Background: an optimization exercise with open tools, aiming at small area and a short achievable clock period. Do not read the settings as production practice. RTL that was checked went through simulation tests only; none was proved equivalent to the original. Power figures rest on the tool's default switching activity, not on a simulated workload.

==> flow/design.v (excerpt) <==
module exec_stage (
    input  logic            clk,
    input  logic            rst_i,
    input  logic [411:0]    issue_i,
    input  logic [65:0]     bypass_a_i,
    input  logic [65:0]     bypass_b_i,
    output logic [285:0]    result_o,
    output logic            redirect_o,
    output exec_pkg::word_t redirect_pc_o,
    output logic            branch_cond_o
);
    exec_pkg::issue_t  iss0;
    exec_pkg::issue_t  iss1;
    exec_pkg::bypass_t byp_a0;
    exec_pkg::bypass_t byp_a1;
    exec_pkg::bypass_t byp_b0;
    exec_pkg::bypass_t byp_b1;
    exec_pkg::word_t rs0, rt0, pc8_0, arith0, other0;
    exec_pkg::word_t rs1, rt1, pc8_1, arith1, other1;
    logic            asel0, asel1;
    logic            eq0, rw0, bad0, ovf0, trap0;
    logic            eq1, rw1, bad1, ovf1, trap1;
    logic            br_cond;
    logic            br_redirect;
    exec_pkg::word_t br_target;
    assign iss0   = issue_i[205:0];
    assign iss1   = issue_i[411:206];
    assign byp_a0 = bypass_a_i[32:0];
    assign byp_a1 = bypass_a_i[65:33];
    assign byp_b0 = bypass_b_i[32:0];
    assign byp_b1 = bypass_b_i[65:33];
    exec_lane i_lane0 (
        .issue_i    (iss0),
        .bypass_a_i (byp_a0),
        .bypass_b_i (byp_b0),
        .rs_o       (rs0),
        .rt_o       (rt0),
        .rs_eq_rt_o (eq0),
  ...
clock: 6.0 ns
lec_check: 0
abc_area: 1
cap_margin: 35
core_margin: 2
core_utilization: 40
setup_slack_margin: 2.5
slew_margin: 35
standard.sh (not shown) runs the stock make flow with config.mk's settings and CLKGATE_MAP_FILE= SYNTH_SCRIPT=/design/flow/synth_recipe.tcl, a recipe that flattens the netlist after the stock synthesis.
==> flow/flow/run.sh <==
#!/bin/bash
# The standard layout, except that the port buffers are plain buf_1
# cells instead of the delay cells buffer_ports picks by default. The
# make output goes to standard.log here; ORFS writes each step's log
# under orfs/logs.
set -euo pipefail
bash standard.sh BUFFER_PORTS_ARGS="-buffer_cell sky130_fd_sc_hd__buf_1" finish > standard.log 2>&1
==> next run, changes <==
CAP_MARGIN = 20   (was 35)
CORE_UTILIZATION = 50   (was 40)
SLEW_MARGIN = 20   (was 35)
Effect:
- The new run finished with timing, DRC and antenna clean
- critical path depth decreases by 3
- routed wire length decreases by 3.8%
- cell area increases by 1.2%
- fmax decreases by 1.4%
- sequential power stays flat
- first-iteration DRC count increases by 36%
- non-clock buffer count increases by 23
==> next run, changes <==
CAP_MARGIN = 50   (was 20)
CORE_UTILIZATION = 40   (was 50)
SLEW_MARGIN = 50   (was 20)
SYNTH_HIERARCHICAL = 1   (was unset)
SYNTH_MINIMUM_KEEP_SIZE = 1000   (was unset)
What happened: The new run finished with timing, DRC and antenna clean; sequential power stays flat; die area rose by a quarter to a third; synthesized area increases slightly; clock power is about the same; global-route usage decreases by 7.3 points.

---

exec_stage, a different RTL version from the one above (not shown whole).
Size: about 390 flip-flops, ~870 I/O pins, about 33000 sq um of cells after synthesis.
export LEC_CHECK = 0
export ABC_AREA = 1
export CAP_MARGIN = 50
export CORE_MARGIN = 2
export CORE_UTILIZATION = 40
export SETUP_SLACK_MARGIN = 2.5
export SLEW_MARGIN = 50
create_clock -name core_clock -period 6.0 [get_ports {clk}]
Scripts as last shown in full above: flow/flow/run.sh
Rerun with:
- CAP_MARGIN: 50 -> 20
- SLEW_MARGIN: 50 -> 20
- SYNTH_HIERARCHICAL: default -> 1
After rerunning: Design area climbs by 8.9%; via count climbs by 9.7%; non-clock buffer count climbs by 46; die area climbs by 6.9%; first-iteration DRC count climbs by 6.5%; total power climbs by 6.7%; wire length climbs by 17%; worst hold slack gets worse by 0.031 ns.
Rerun with:
- SYNTH_HIERARCHICAL: 1 -> default
Result: Cell count falls by 8.5%; global-route usage decreases by 3.8 points; first-iteration DRC count fell by 1.7%; wire length drops by 14%; non-clock buffer count decreases by 25; design area came out lower by 7.6%; critical path depth came out lower by 4; utilization went down by 0.36 points.
No run of this note included a check of the RTL's function; only the layout flow was run.

---

exec_stage, a different RTL version from the one above (not shown whole).
Size in the first run: ~3500 cells after synthesis, ~870 I/O pins, about 29000 sq um of cells after synthesis.
==> flow/config.mk <==
export PLATFORM = sky130hd
export DESIGN_NAME = exec_stage
export DESIGN_NICKNAME = exec_stage
export VERILOG_FILES = /design/flow/design.v
export SDC_FILE = /design/flow/constraint.sdc
export NUM_CORES = 4
export LEC_CHECK = 0
export CAP_MARGIN = 20
export CORE_MARGIN = 2
export CORE_UTILIZATION = 40
export SETUP_SLACK_MARGIN = 0.2
export SLEW_MARGIN = 20
==> flow/constraint.sdc <==
create_clock -name core_clock -period 6.0 [get_ports {clk}]
set_input_delay 1.2000 -clock core_clock [delete_from_list [all_inputs] [get_ports {clk}]]
set_output_delay 1.2000 -clock core_clock [all_outputs]
set_load 0.01 [all_outputs]
run.sh (not shown) runs the stock make flow with config.mk's settings and CLKGATE_MAP_FILE= SYNTH_SCRIPT=/design/flow/synth_recipe.tcl, a recipe that flattens the netlist after the stock synthesis.
Stock flow here: none of the scripts above is used.
Change:
==> flow/flow/run.sh (new file) <==
#!/bin/bash
# Standard layout, with plain buffers (not delay cells) on the ports.
cp standard.sh standard_sh.txt
export BUFFER_PORTS_ARGS="-buffer_cell sky130_fd_sc_hd__buf_1"
bash standard.sh > standard.log 2>&1
==> flow/standard.sh (new file) <==
#!/bin/bash
# synth_recipe.tcl (not shown) runs the flow's synth.tcl, then flattens the netlist and writes it again
# the make line also repeats each setting of config.mk as NAME=value (left out here)
make -C /OpenROAD-flow-scripts/flow DESIGN_CONFIG=/design/flow/config.mk WORK_HOME=/design/flow/orfs CLKGATE_MAP_FILE= SYNTH_SCRIPT=/design/flow/synth_recipe.tcl "${@:-finish}"
ABC_AREA = 1   (was default)
removed: flow/run.sh
After rerunning: Design area decreases by roughly a tenth; clock-buffer cell count stays the same; clock power went up by a few percent.
Function was not checked in any run of this note: the RTL went through the layout flow alone.

---

## build 69
RTL: one of the versions met above, not the one the previous note started from.
Size: roughly 5,100 cells after synthesis, about 390 flip-flops.
## exec_stage
module exec_stage (
    input  logic            clk,
    input  logic            rst_i,
    input  logic [411:0]    issue_i,
    input  logic [65:0]     bypass_a_i,
    input  logic [65:0]     bypass_b_i,
    output logic [285:0]    result_o,
    output logic            redirect_o,
    output exec_pkg::word_t redirect_pc_o,
    output logic            branch_cond_o
);
export LEC_CHECK = 0
export ABC_AREA = 1
export CAP_MARGIN = 80
export CORE_MARGIN = 2
export CORE_UTILIZATION = 40
export SETUP_SLACK_MARGIN = 2.5
export SLEW_MARGIN = 80
create_clock -name core_clock -period 6.0 [get_ports {clk}]
standard.sh (not shown) runs the stock make flow with config.mk's settings and CLKGATE_MAP_FILE= SYNTH_SCRIPT=/design/flow/synth_recipe.tcl, a recipe that flattens the netlist after the stock synthesis.
==> flow/flow/run.sh <==
#!/bin/bash
# The standard layout, except that the port buffers are plain buf_1
# cells instead of the delay cells buffer_ports picks by default. The
# make output goes to standard.log here; ORFS writes each step's log
# under orfs/logs.
set -euo pipefail
bash standard.sh BUFFER_PORTS_ARGS="-buffer_cell sky130_fd_sc_hd__buf_1" finish > standard.log 2>&1
Build 69 reached the end of the flow, and the finished layout is clean on the timing, design-rule and antenna checks.
For build 78, these inputs were changed with respect to build 69:
# build 69
export LEC_CHECK = 0
export ABC_AREA = 1
export CAP_MARGIN = 80
export CORE_MARGIN = 2
export CORE_UTILIZATION = 40
export SETUP_SLACK_MARGIN = 2.5
export SLEW_MARGIN = 80
create_clock -name core_clock -period 6.0 [get_ports {clk}]
# build 78
export LEC_CHECK = 0
export ABC_AREA = 1
export CAP_MARGIN = 50
export CORE_MARGIN = 2
export CORE_UTILIZATION = 40
export SETUP_SLACK_MARGIN = 2.5
export SLEW_MARGIN = 50
create_clock -name core_clock -period 6.0 [get_ports {clk}]
## What came out
- Non-clock buffer count, build 78 and build 69: higher on build 69
- Build 78 -> build 69: number of distinct standard cells referenced by the synthesized netlist delta 0, exact match
- Build 78 and build 69 ended up with nearly the same register clock-pin slew on the reported worst setup and hold paths.
- Looking only at smallest setup slack after layout, and setting everything else aside, the lower value of build 78 and build 69 goes to build 69.
- Maximum frequency: build 69 vs build 78 — no meaningful difference
- Diff build 69 -> build 78 | power density relative to cell area | increase of 5.7%
- Looking at power drawn by the combinational cells, build 78 sits about 7% below build 69.
- First-iteration DRC count grows by a few percent when moving from build 69 to build 78.
- Changes observed in build 78 relative to build 69: area of all placed cells without fillers has decreased, via count has decreased, total power has decreased.
Setup changes, build 78 to build 60
# build 78
export LEC_CHECK = 0
export ABC_AREA = 1
export CAP_MARGIN = 50
export CORE_MARGIN = 2
export CORE_UTILIZATION = 40
export SETUP_SLACK_MARGIN = 2.5
export SLEW_MARGIN = 50
create_clock -name core_clock -period 6.0 [get_ports {clk}]
# build 60
export LEC_CHECK = 0
export ABC_AREA = 1
export CAP_MARGIN = 20
export CORE_MARGIN = 2
export CORE_UTILIZATION = 60
export SETUP_SLACK_MARGIN = 2.5
export SLEW_MARGIN = 20
create_clock -name core_clock -period 6.0 [get_ports {clk}]
==> flow/flow/run.sh <==
#!/bin/bash
# Standard layout, with plain buffers (not delay cells) on the ports.
cp standard.sh standard_sh.txt
export BUFFER_PORTS_ARGS="-buffer_cell sky130_fd_sc_hd__buf_1"
bash standard.sh > standard.log 2>&1
### Flow results
- The sole clean run among build 78 and build 60 is build 78.
- Tool error PPL-0024 stopped build 60 during I/O pin placement; no final results.
- Taking build 78 as the reference, in build 60 number of nets in the synthesized netlist shows no meaningful change; synthesized area shows no meaningful change; width of the die shows a reduction of 53 um.
- Between build 78 and build 60, the die height is lower for build 60.

---

Starting RTL as in the previous note.
Settings: LEC_CHECK=0, ABC_AREA=1, CAP_MARGIN=20, CORE_MARGIN=2, CORE_UTILIZATION=40, SETUP_SLACK_MARGIN=2.75, SLEW_MARGIN=20; clock period 6.0 ns.
==> flow/flow/run.sh <==
#!/bin/bash
# The standard layout, except that the port buffers are plain buf_1
# cells instead of the delay cells buffer_ports picks by default. The
# make output goes to standard.log here; ORFS writes each step's log
# under orfs/logs.
set -euo pipefail
bash standard.sh BUFFER_PORTS_ARGS="-buffer_cell sky130_fd_sc_hd__buf_1" finish > standard.log 2>&1
The first run produced a clean layout.
Rerun with:
SETUP_SLACK_MARGIN = 2.25   (was 2.75)
=>
- The changed run completed without violations
- sequential power barely changes
- final cell count came out lower by about 2.7%
- fmax came out lower by about 10%
- sequential share of layout area came out higher by 2.3 points
- hold slack improves by 0.0090 ns

-- what the ideal ports hide --
Ports are ideal in the flow. The routed layouts listed here were re-timed in OpenROAD.
Step 1 sets driving cells, clkbuf_16 on the clock port and buf_2 on the other inputs (assumed; they add their load-dependent delay and slew).
Step 2 times the ports against the registers' clock, not the clock port: input delays grow and output delays shrink by t, the midpoint of the rising clock arrivals with the driver on.
Three values: ideal, step 1, step 2; two values: the first two.
run	shift t [ns]	slack for setup (ns)	hold WS [ns]	worst setup path after step 2
the first run of note 1	0.678	2.514 / 2.537 / 1.858	0.687 / 0.638 / 1.316	input to register
the second run of note 1	0.675	2.463 / 2.481 / 1.806	0.692 / 0.645 / 1.319	input to register
the third run of note 1	0.688	2.402 / 2.411 / 1.723	0.676 / 0.631 / 1.319	input to register
the first run of note 2	0.696	2.498 / 2.428 / 1.732	0.688 / 0.645 / 1.341	input to register
the second run of note 2	0.702	2.405 / 2.298 / 1.596	0.657 / 0.603 / 1.305	input to register
the third run of note 2	0.678	2.307 / 2.320 / 1.641	0.700 / 0.654 / 1.332	input to register
the first run of note 3	0.647	0.587 / 0.634 / -0.014	1.062 / 1.016 / 1.663	input to register
the second run of note 3	0.654	0.815 / 0.851 / 0.197	0.682 / 0.644 / 1.298	input to register
build 69	0.686	2.539 / 2.555 / 1.868	0.686 / 0.637 / 1.324	input to register
build 78	0.678	2.546 / 2.571 / 1.893	0.678 / 0.630 / 1.309	input to register
the first run of note 5	0.679	2.580 / 2.584 / 1.905	0.671 / 0.624 / 1.303	input to register
the second run of note 5	0.677	2.200 / 2.247 / 1.570	0.680 / 0.634 / 1.311	input to register
With both steps, setup timing fails in the first run of note 3, where it was met with ideal ports. For the second run of note 2, which loses most, drivers alone change the setup slack by -0.107 ns; drivers and shift together by -0.809 ns.
